What follows belongs to an exercise in optimizing a design on an open flow for small area, a short achievable clock period and few clock cycles per item; a production flow would make more cautious choices.
RTL that was checked went through simulation tests only; none was proved equivalent to the original.

## yarrow
==> flow/design.v (excerpt) <==
module mac_array_acc #(
  parameter int DATA_WIDTH = 8,
  parameter int ACC_WIDTH  = 32,
  parameter int LANES      = 4,
  parameter int LEN_W      = 16
) (
  input  logic                        clk,
  input  logic                        rst_n,
  input  logic                        start,
  input  logic [LEN_W-1:0]            vec_len,
  input  logic [LANES*ACC_WIDTH-1:0]  bias,
  input  logic                        sat_en,
  input  logic                        in_valid,
  output logic                        in_ready,
  input  logic [LANES*DATA_WIDTH-1:0] operand_a,
  input  logic [LANES*DATA_WIDTH-1:0] operand_b,
  output logic                        out_valid,
  input  logic                        out_ready,
  output logic [LANES*ACC_WIDTH-1:0]  out_data,
  output logic [LANES-1:0]            overflow,
  output logic                        busy
);
export LEC_CHECK = 0
export ABC_AREA = 1
export CAP_MARGIN = 20
export CORE_MARGIN = 2
export CORE_UTILIZATION = 55
export SETUP_SLACK_MARGIN = 2.4
export SLEW_MARGIN = 20
create_clock -name core_clock -period 5.5 [get_ports {clk}]
standard.sh (not shown) runs the stock make flow with config.mk's settings and CLKGATE_MAP_FILE= SYNTH_SCRIPT=/design/flow/synth_recipe.tcl, a recipe that flattens the netlist after the stock synthesis.
==> flow/flow/run.sh <==
#!/bin/bash
# The standard layout, with the smallest plain buffer on every port in
# place of the default port buffer cell, and a clock tree without dummy
# loads and with larger sink clusters.
set -euo pipefail
bash standard.sh \
  'BUFFER_PORTS_ARGS=-buffer_cell sky130_fd_sc_hd__buf_1' \
  'CTS_ARGS=-sink_clustering_enable -repair_clock_nets -dont_use_dummy_load -sink_clustering_size 30 -sink_clustering_max_diameter 80' \
  finish > standard.log 2>&1
Testbench counts of yarrow, summed over its fixed seeds: cycles 5,840, jobs 320.
[inputs] juniper vs yarrow
--- a/flow/config.mk
+++ b/flow/config.mk
@@ -12 +12 @@
-export SETUP_SLACK_MARGIN = 2.4
+export SETUP_SLACK_MARGIN = 3.2
Notes after the runs:
- juniper finished every stage and its layout cleared the timing, DRC and antenna checks.
- Re met2 track demand over resource in global routing: juniper and yarrow aren't equal, and the higher value belongs to juniper.
- The final reports for juniper and yarrow show pin slew with the least headroom to its limit lower in the former.
- Going from yarrow to juniper, number of ordinary and repair buffers in the finished layout grew by more than a quarter.
- Against yarrow, juniper comes in 1.2 points higher on final critical-path share of the clock period.
Setup changes, juniper to sierra
--- a/flow/config.mk
+++ b/flow/config.mk
@@ -12 +12 @@
-export SETUP_SLACK_MARGIN = 3.2
+export SETUP_SLACK_MARGIN = 1.0
### Flow results
- sierra has number of standard cells in the layout, taps in and fillers out below what juniper had.
- sierra vs. juniper: core footprint closely matched the old numbers; number of clock buffers inserted by TritonCTS decreased by 1 relative to the old numbers; area growth from synthesis to layout decreased by 37 points relative to the old numbers.
- juniper → sierra: detailed-route vias per instance saw a decrease; count of nets after finishing lower; global-route wire length before repair lost 15%; fraction of met2 tracks used by global routing went down by 11 points.


## run 1
mac_array_acc, a different RTL version from the one above (not shown whole).
Size in the first run: about 2800 cells after synthesis, about 220 flip-flops, roughly 350 I/O pins, about 19000 sq um of cells after synthesis.
==> flow/config.mk <==
export PLATFORM = sky130hd
export DESIGN_NAME = mac_array_acc
export DESIGN_NICKNAME = mac_array_acc
export VERILOG_FILES = /design/flow/design.v
export SDC_FILE = /design/flow/constraint.sdc
export NUM_CORES = 4
export LEC_CHECK = 0
export ABC_AREA = 1
export ABC_CLOCK_PERIOD_IN_PS = 4400
export CAP_MARGIN = 20
export CORE_MARGIN = 2
export CORE_UTILIZATION = 55
export SETUP_SLACK_MARGIN = 1.0
export SLEW_MARGIN = 20
==> flow/constraint.sdc <==
create_clock -name core_clock -period 5.5 [get_ports {clk}]
set_input_delay 1.1000 -clock core_clock [delete_from_list [all_inputs] [get_ports {clk}]]
set_output_delay 1.1000 -clock core_clock [all_outputs]
set_load 0.01 [all_outputs]
Scripts as last shown in full above: flow/flow/run.sh
Run 1 finished every step from synthesis to the final layout, and the layout passed the timing, DRC and antenna checks.
Testbench counts of run 1, summed over its fixed seeds: cycles 5,520, jobs 320.
The following lists how run 2 was set up differently from run 1:
# run 1
export LEC_CHECK = 0
export ABC_AREA = 1
export ABC_CLOCK_PERIOD_IN_PS = 4400
export CAP_MARGIN = 20
export CORE_MARGIN = 2
export CORE_UTILIZATION = 55
export SETUP_SLACK_MARGIN = 1.0
export SLEW_MARGIN = 20
create_clock -name core_clock -period 5.5 [get_ports {clk}]
# run 2
export LEC_CHECK = 0
export ABC_AREA = 1
export CAP_MARGIN = 20
export CORE_MARGIN = 2
export CORE_UTILIZATION = 55
export SETUP_SLACK_MARGIN = 1.0
export SLEW_MARGIN = 20
create_clock -name core_clock -period 5.5 [get_ports {clk}]
--- a/flow/flow/run.sh
+++ b/flow/flow/run.sh
@@ -3,2 +3,3 @@
-# place of the default port buffer cell, and a clock tree without dummy
-# loads and with larger sink clusters.
+# place of the default port buffer cell, a clock tree without dummy loads
+# and with larger sink clusters, and gates on paths with ample slack sized
+# down after global routing.
@@ -8,0 +10 @@
+  'RECOVER_POWER=40' \
==> run notes <==
- In run 2 the implementation completed, yet the final layout does not meet the checks, the culprit being capacitance limit, slew limit.
- Run 2 ends up with higher transition at the pin with the smallest max-transition slack than run 1 does.
- Critical path class = register to primary output: run 1; critical path class = input port to register: run 2
- Relative to run 1, the endpoint arrival time on the critical path of run 2 is higher by 1620 ps.
- [run 2] critical path depth fell 1 relative to run 1
- Final-layout worst hold slack of run 1 is on par with run 2.
- From run 1 to run 2 the numbers moved as follows: global-route wire length before repair shows no meaningful change; worst-case setup margin in the final layout shows a reduction of 130 ps.
- Summary: maximum frequency from static timing analysis, run 2 worse than run 1
#### Input delta (run 3 over run 2)
# run 2
export LEC_CHECK = 0
export ABC_AREA = 1
export CAP_MARGIN = 20
export CORE_MARGIN = 2
export CORE_UTILIZATION = 55
export SETUP_SLACK_MARGIN = 1.0
export SLEW_MARGIN = 20
create_clock -name core_clock -period 5.5 [get_ports {clk}]
# run 3
export LEC_CHECK = 0
export ABC_AREA = 0
export CAP_MARGIN = 20
export CORE_MARGIN = 2
export CORE_UTILIZATION = 40
export SETUP_SLACK_MARGIN = 0.8
export SLEW_MARGIN = 20
create_clock -name core_clock -period 5.5 [get_ports {clk}]
--- a/flow/flow/run.sh
+++ b/flow/flow/run.sh
@@ -3,3 +3,2 @@
-# place of the default port buffer cell, a clock tree without dummy loads
-# and with larger sink clusters, and gates on paths with ample slack sized
-# down after global routing.
+# place of the default port buffer cell, and a clock tree without dummy
+# loads and with larger sink clusters.
@@ -10 +8,0 @@
-  'RECOVER_POWER=40' \
## What came out
STATUS run=run 2 STAGES=ALL_DONE FINAL_CHECKS=FAILED CAUSE=capacitance limit, slew limit. Run 3 | status: complete | timing, DRC, antenna: pass. Taking run 2 as the reference point, the met2 track demand over resource of run 3 falls by 11 points. Highest metal layer with signal wires: met5 -> run 3, met4 -> run 2. As of run 3, die outline area had risen by more than half compared to run 2. Sort run 3 and run 2 by total of max-cap violations asc -> top: run 3. Summary of run 3 over run 2: via count of the first global-routing pass higher, maximum frequency decreased about 0.9%, xor/xnor cell area share of the yosys netlist decreased by 3.6 points relative to the old numbers.
For run 4, these inputs were changed with respect to run 3:
# run 3
export LEC_CHECK = 0
export ABC_AREA = 0
export CAP_MARGIN = 20
export CORE_MARGIN = 2
export CORE_UTILIZATION = 40
export SETUP_SLACK_MARGIN = 0.8
export SLEW_MARGIN = 20
create_clock -name core_clock -period 5.5 [get_ports {clk}]
# run 4
export LEC_CHECK = 0
export ABC_AREA = 1
export CAP_MARGIN = 20
export CORE_MARGIN = 2
export CORE_UTILIZATION = 40
export SETUP_SLACK_MARGIN = 1.15
export SLEW_MARGIN = 20
create_clock -name core_clock -period 5.5 [get_ports {clk}]
Notes after the runs:
Final cell area excluding filler cells: lower on run 4. NOTE final weighted congestion in routability-driven placement run 3->run 4 increased slightly. Comparing run 3 and run 4, the higher synthesized cell count is on run 4. Sort run 3 and run 4 by count of plain and timing-repair buffers, descending, and run 3 comes first. Diff run 3 -> run 4: register fraction of the total cell area rose by 0.41 points, clock slew at the register clock pins of the worst setup and hold paths decreased 40 ps.


== old ==
mac_array_acc, a different RTL version from the one above (not shown whole).
For scale: ~2600 cells after synthesis, roughly 230 flip-flops.
Settings: LEC_CHECK=0, ABC_AREA=1, CAP_MARGIN=20, CORE_MARGIN=2, CORE_UTILIZATION=40, SLEW_MARGIN=20; clock period 5.5 ns.
==> flow/flow/run.sh <==
#!/bin/bash
# The standard layout, with the smallest plain buffer on every port in
# place of the default port buffer cell.
set -euo pipefail
bash standard.sh 'BUFFER_PORTS_ARGS=-buffer_cell sky130_fd_sc_hd__buf_1' finish > standard.log 2>&1
old: flow completed, timing, DRC and antenna clean
diff inputs: old => new
==> flow/run.sh (new file) <==
#!/bin/bash
# synth_recipe.tcl (not shown) runs the flow's synth.tcl, then flattens the netlist and writes it again
# the make line also repeats each setting of config.mk as NAME=value (left out here)
make -C /OpenROAD-flow-scripts/flow DESIGN_CONFIG=/design/flow/config.mk WORK_HOME=/design/flow/orfs CLKGATE_MAP_FILE= SYNTH_SCRIPT=/design/flow/synth_recipe.tcl finish
removed: flow/flow/run.sh
removed: flow/standard.sh
Results
- Compared with old, in new sequential share of layout area went down by 1.9 points; post-cts repair resize count was more or less identical; post-route standard cell area excluding fillers higher.
- new against old: via count fell by 68; post-layout utilization of the core rose by 4.4 points.
No run of this note included a check of the RTL's function; only the layout flow was run.


Setup of v29:
RTL: one of the versions met above, not the one the previous note started from.
Size: about 2800 cells after synthesis, about 220 flip-flops, about 350 I/O pins, roughly 19000 sq um of cells after synthesis.
==> flow/config.mk <==
export PLATFORM = sky130hd
export DESIGN_NAME = mac_array_acc
export DESIGN_NICKNAME = mac_array_acc
export VERILOG_FILES = /design/flow/design.v
export SDC_FILE = /design/flow/constraint.sdc
export NUM_CORES = 4
export LEC_CHECK = 0
export ABC_AREA = 1
export CAP_MARGIN = 20
export CORE_MARGIN = 2
export CORE_UTILIZATION = 55
export SETUP_SLACK_MARGIN = 0.8
export SLEW_MARGIN = 20
==> flow/constraint.sdc <==
create_clock -name core_clock -period 5.5 [get_ports {clk}]
set_input_delay 1.1000 -clock core_clock [delete_from_list [all_inputs] [get_ports {clk}]]
set_output_delay 1.1000 -clock core_clock [all_outputs]
set_load 0.01 [all_outputs]
==> flow/flow/run.sh <==
#!/bin/bash
# The standard layout, with the smallest plain buffer on every port in
# place of the default port buffer cell, and a clock tree without dummy
# loads and with larger sink clusters.
set -euo pipefail
bash standard.sh \
  'BUFFER_PORTS_ARGS=-buffer_cell sky130_fd_sc_hd__buf_1' \
  'CTS_ARGS=-sink_clustering_enable -repair_clock_nets -dont_use_dummy_load -sink_clustering_size 30 -sink_clustering_max_diameter 80' \
  finish > standard.log 2>&1
v29 | status: complete | timing, DRC, antenna: pass
Testbench counts of v29, summed over its fixed seeds: cycles 5,520, jobs 320.
> inputs changed (v29 -> v5)
Settings: CORE_UTILIZATION: 55 -> 40.
Results
Cmp v5 vs v29: detailed-router iteration count before antenna repair higher in v5
Cmp v5 vs v29: post-cts repair resize count higher in v5
v5: post-route clock period utilization 1.8 points above v29
Looking at final area across both flows, v5 is the weaker of the two, with v29 ahead.
Going from v29 to v5, number of clock-tree buffers in the layout grows by 1.
For the global-route usage, v5 came in 6.4 points lower than v29 did.
Comparing v5 and v29, initial standard-cell utilization of the core is lower on v5.
Here is what was changed in the inputs of v1 compared with v5.
Settings: swapping 0.8 for 1.0 in SETUP_SLACK_MARGIN; swapping 40 for 55 in CORE_UTILIZATION.
[summary]
- On first-iteration DRC count: between v5 and v1, it ends up lower for v5.
- Slew at the pin closest to its max-slew limit up 0.13 ns in v1 wrt v5
- v1 vs. v5: non-clock buffer contribution to total cell area went up by 0.22 points, fmax went up by 12 MHz, post-route clock period utilization went down by 4.3 points, clock input transition at the sequential cells of the worst setup and hold paths went up by 0.02 ns.
- The final layout from v1, which completed every stage, passed the timing, DRC and antenna checks at the end of the flow.
- Row setup slack after layout: v1 higher / v5 lower
> inputs changed (v1 -> v51)
Settings: SETUP_SLACK_MARGIN changed from 1.0 to 0.9.
Findings:
- Number of buffers added for setup after CTS (v51 over v1): decrease, 8
- Compared with v1, v51 shows a lower number of vias per cell after detailed routing.
- Diff v1 -> v51: global-route wire length before repair went down by 2.3 mm, number of clock buffers inserted by TritonCTS went up by 1.
- The instance area after placement of v51 and that of v1 are within noise of each other.
- Against v1 as the reference, v51 delivers a lower area growth from synthesis to final layout.
- Clock buffer count: v51 > v1


v18:
mac_array_acc with an RTL version that a note above also has.
For scale: ~270 flip-flops, ~350 I/O pins, roughly 19000 sq um of cells after synthesis.
export LEC_CHECK = 0
export ABC_AREA = 1
export CAP_MARGIN = 20
export CORE_MARGIN = 2
export CORE_UTILIZATION = 55
export SETUP_SLACK_MARGIN = 2.0
export SLEW_MARGIN = 20
create_clock -name core_clock -period 5.5 [get_ports {clk}]
Scripts as last shown in full above: flow/flow/run.sh
Testbench counts of v18, summed over its fixed seeds: cycles 5,840, jobs 320.
--- input diff v18..v34 ---
- changing SETUP_SLACK_MARGIN from 2.0 to 2.8
Results
Measured against each other, v34 and v18 differ in number of inserted diodes, the lower figure coming from v34.
Comparing v18 against v34, there is no change at all in quantity of I/O buffers inserted on ports.
Going from v18 to v34, cell count increased about 4%; minimum setup slack in the final design higher.


mac_array_acc, a different RTL version from the one above (not shown whole).
Size in the first run: roughly 19000 µm² of cells after synthesis.
==> flow/design.v (excerpt) <==
module mac_array_acc #(
  parameter int DATA_WIDTH = 8,
  parameter int ACC_WIDTH  = 32,
  parameter int LANES      = 4,
  parameter int LEN_W      = 16
) (
  input  logic                        clk,
  input  logic                        rst_n,
  input  logic                        start,
  input  logic [LEN_W-1:0]            vec_len,
  input  logic [LANES*ACC_WIDTH-1:0]  bias,
  input  logic                        sat_en,
  input  logic                        in_valid,
  output logic                        in_ready,
  input  logic [LANES*DATA_WIDTH-1:0] operand_a,
  input  logic [LANES*DATA_WIDTH-1:0] operand_b,
  output logic                        out_valid,
  input  logic                        out_ready,
  output logic [LANES*ACC_WIDTH-1:0]  out_data,
  output logic [LANES-1:0]            overflow,
  output logic                        busy
);
==> flow/config.mk <==
export PLATFORM = sky130hd
export DESIGN_NAME = mac_array_acc
export DESIGN_NICKNAME = mac_array_acc
export VERILOG_FILES = /design/flow/design.v
export SDC_FILE = /design/flow/constraint.sdc
export NUM_CORES = 4
export LEC_CHECK = 0
export ABC_AREA = 1
export CAP_MARGIN = 20
export CORE_MARGIN = 2
export CORE_UTILIZATION = 55
export SETUP_SLACK_MARGIN = 2.6
export SLEW_MARGIN = 20
==> flow/constraint.sdc <==
create_clock -name core_clock -period 5.5 [get_ports {clk}]
set_input_delay 1.1000 -clock core_clock [delete_from_list [all_inputs] [get_ports {clk}]]
set_output_delay 1.1000 -clock core_clock [all_outputs]
set_load 0.01 [all_outputs]
Scripts as last shown in full above: flow/flow/run.sh
Testbench counts at the start, summed over its fixed seeds: cycles 5,840, jobs 320.
Next try:
- ABC_AREA: 1 -> 0
- SETUP_SLACK_MARGIN: 2.6 -> 2.4
Effect: Core utilization drops by 5.1 points. Clock skew went up by 52 ps. Final area climbs by a few percent. Flip-flop and latch count stays the same. Worst setup slack gets worse by 160 ps. Via count grows by about a fifth. Clock-buffer cell count came out higher by 5. Synthesized area came out higher by roughly a tenth.
Next try:
- ABC_AREA: 0 -> 1
=> Wire length went down by about a fifth. Non-clock buffer count went down by 54. Count of clock-buffer cells in the layout went down by 6. Cell count went down by a few percent. Die area went down by roughly a tenth.

## port drivers added, routing unchanged
Ports are ideal in the flow. The routed layouts listed here were re-timed in OpenROAD. Step 1 assumes that a clkbuf_16 drives the clock port and a buf_2 every other input. Step 2, shift: input delay + t, output delay - t, t = (earliest + latest rising clock arrival at the registers) / 2. This alone moves slack from input paths to output paths. Slacks: ideal ports / drivers / drivers and shift; pairs: ideal ports / drivers.
run	t (ns)	slack for setup (ns)	hold slack, ns	worst register clock-pin slew, ns	pins driven straight from the clock port
yarrow	0.561	2.488 / 2.488 / 1.973	0.406 / 0.452 / 0.485	0.11 / 0.11	1
juniper	0.568	2.424 / 2.424 / 2.066	0.346 / 0.313 / 0.478	0.11 / 0.11	1
sierra	0.543	1.470 / 1.470 / 1.470	0.391 / 0.363 / 0.478	0.10 / 0.10	1
run 1	0.533	1.133 / 1.086 / 0.686	0.360 / 0.344 / 0.561	0.10 / 0.10	1
run 2	0.533	1.005 / 1.029 / 0.496	0.359 / 0.344 / 0.563	0.10 / 0.10	1
run 3	0.544	0.966 / 0.913 / 0.435	0.377 / 0.356 / 0.460	0.11 / 0.11	1
run 4	0.581	1.215 / 1.158 / 0.777	0.344 / 0.311 / 0.551	0.08 / 0.08	1
old	0.643	0.403 / 0.403 / 0.403	0.310 / 0.315 / 0.479	0.06 / 0.06	1
new	0.627	0.523 / 0.523 / 0.523	0.479 / 0.479 / 0.479	0.06 / 0.06	1
v29	0.564	0.998 / 0.946 / 0.572	0.338 / 0.310 / 0.545	0.09 / 0.09	1
v5	0.562	0.899 / 0.849 / 0.507	0.379 / 0.367 / 0.551	0.10 / 0.10	1
v1	0.533	1.133 / 1.086 / 0.686	0.360 / 0.344 / 0.561	0.10 / 0.10	1
v51	0.542	1.010 / 0.953 / 0.627	0.407 / 0.374 / 0.543	0.08 / 0.08	1
v18	0.544	2.143 / 2.151 / 1.628	0.392 / 0.363 / 0.478	0.10 / 0.10	1
v34	0.581	2.511 / 2.511 / 2.125	0.395 / 0.364 / 0.479	0.10 / 0.10	1
the first run of note 6	0.565	2.439 / 2.439 / 2.139	0.375 / 0.345 / 0.479	0.11 / 0.11	1
the second run of note 6	0.590	2.279 / 2.279 / 1.930	0.311 / 0.281 / 0.486	0.10 / 0.10	1
the third run of note 6	0.540	2.489 / 2.510 / 1.982	0.380 / 0.349 / 0.484	0.12 / 0.12	1
The setup slack of run 3, which loses most, moves by -0.053 ns with the drivers and by -0.531 ns with both steps.
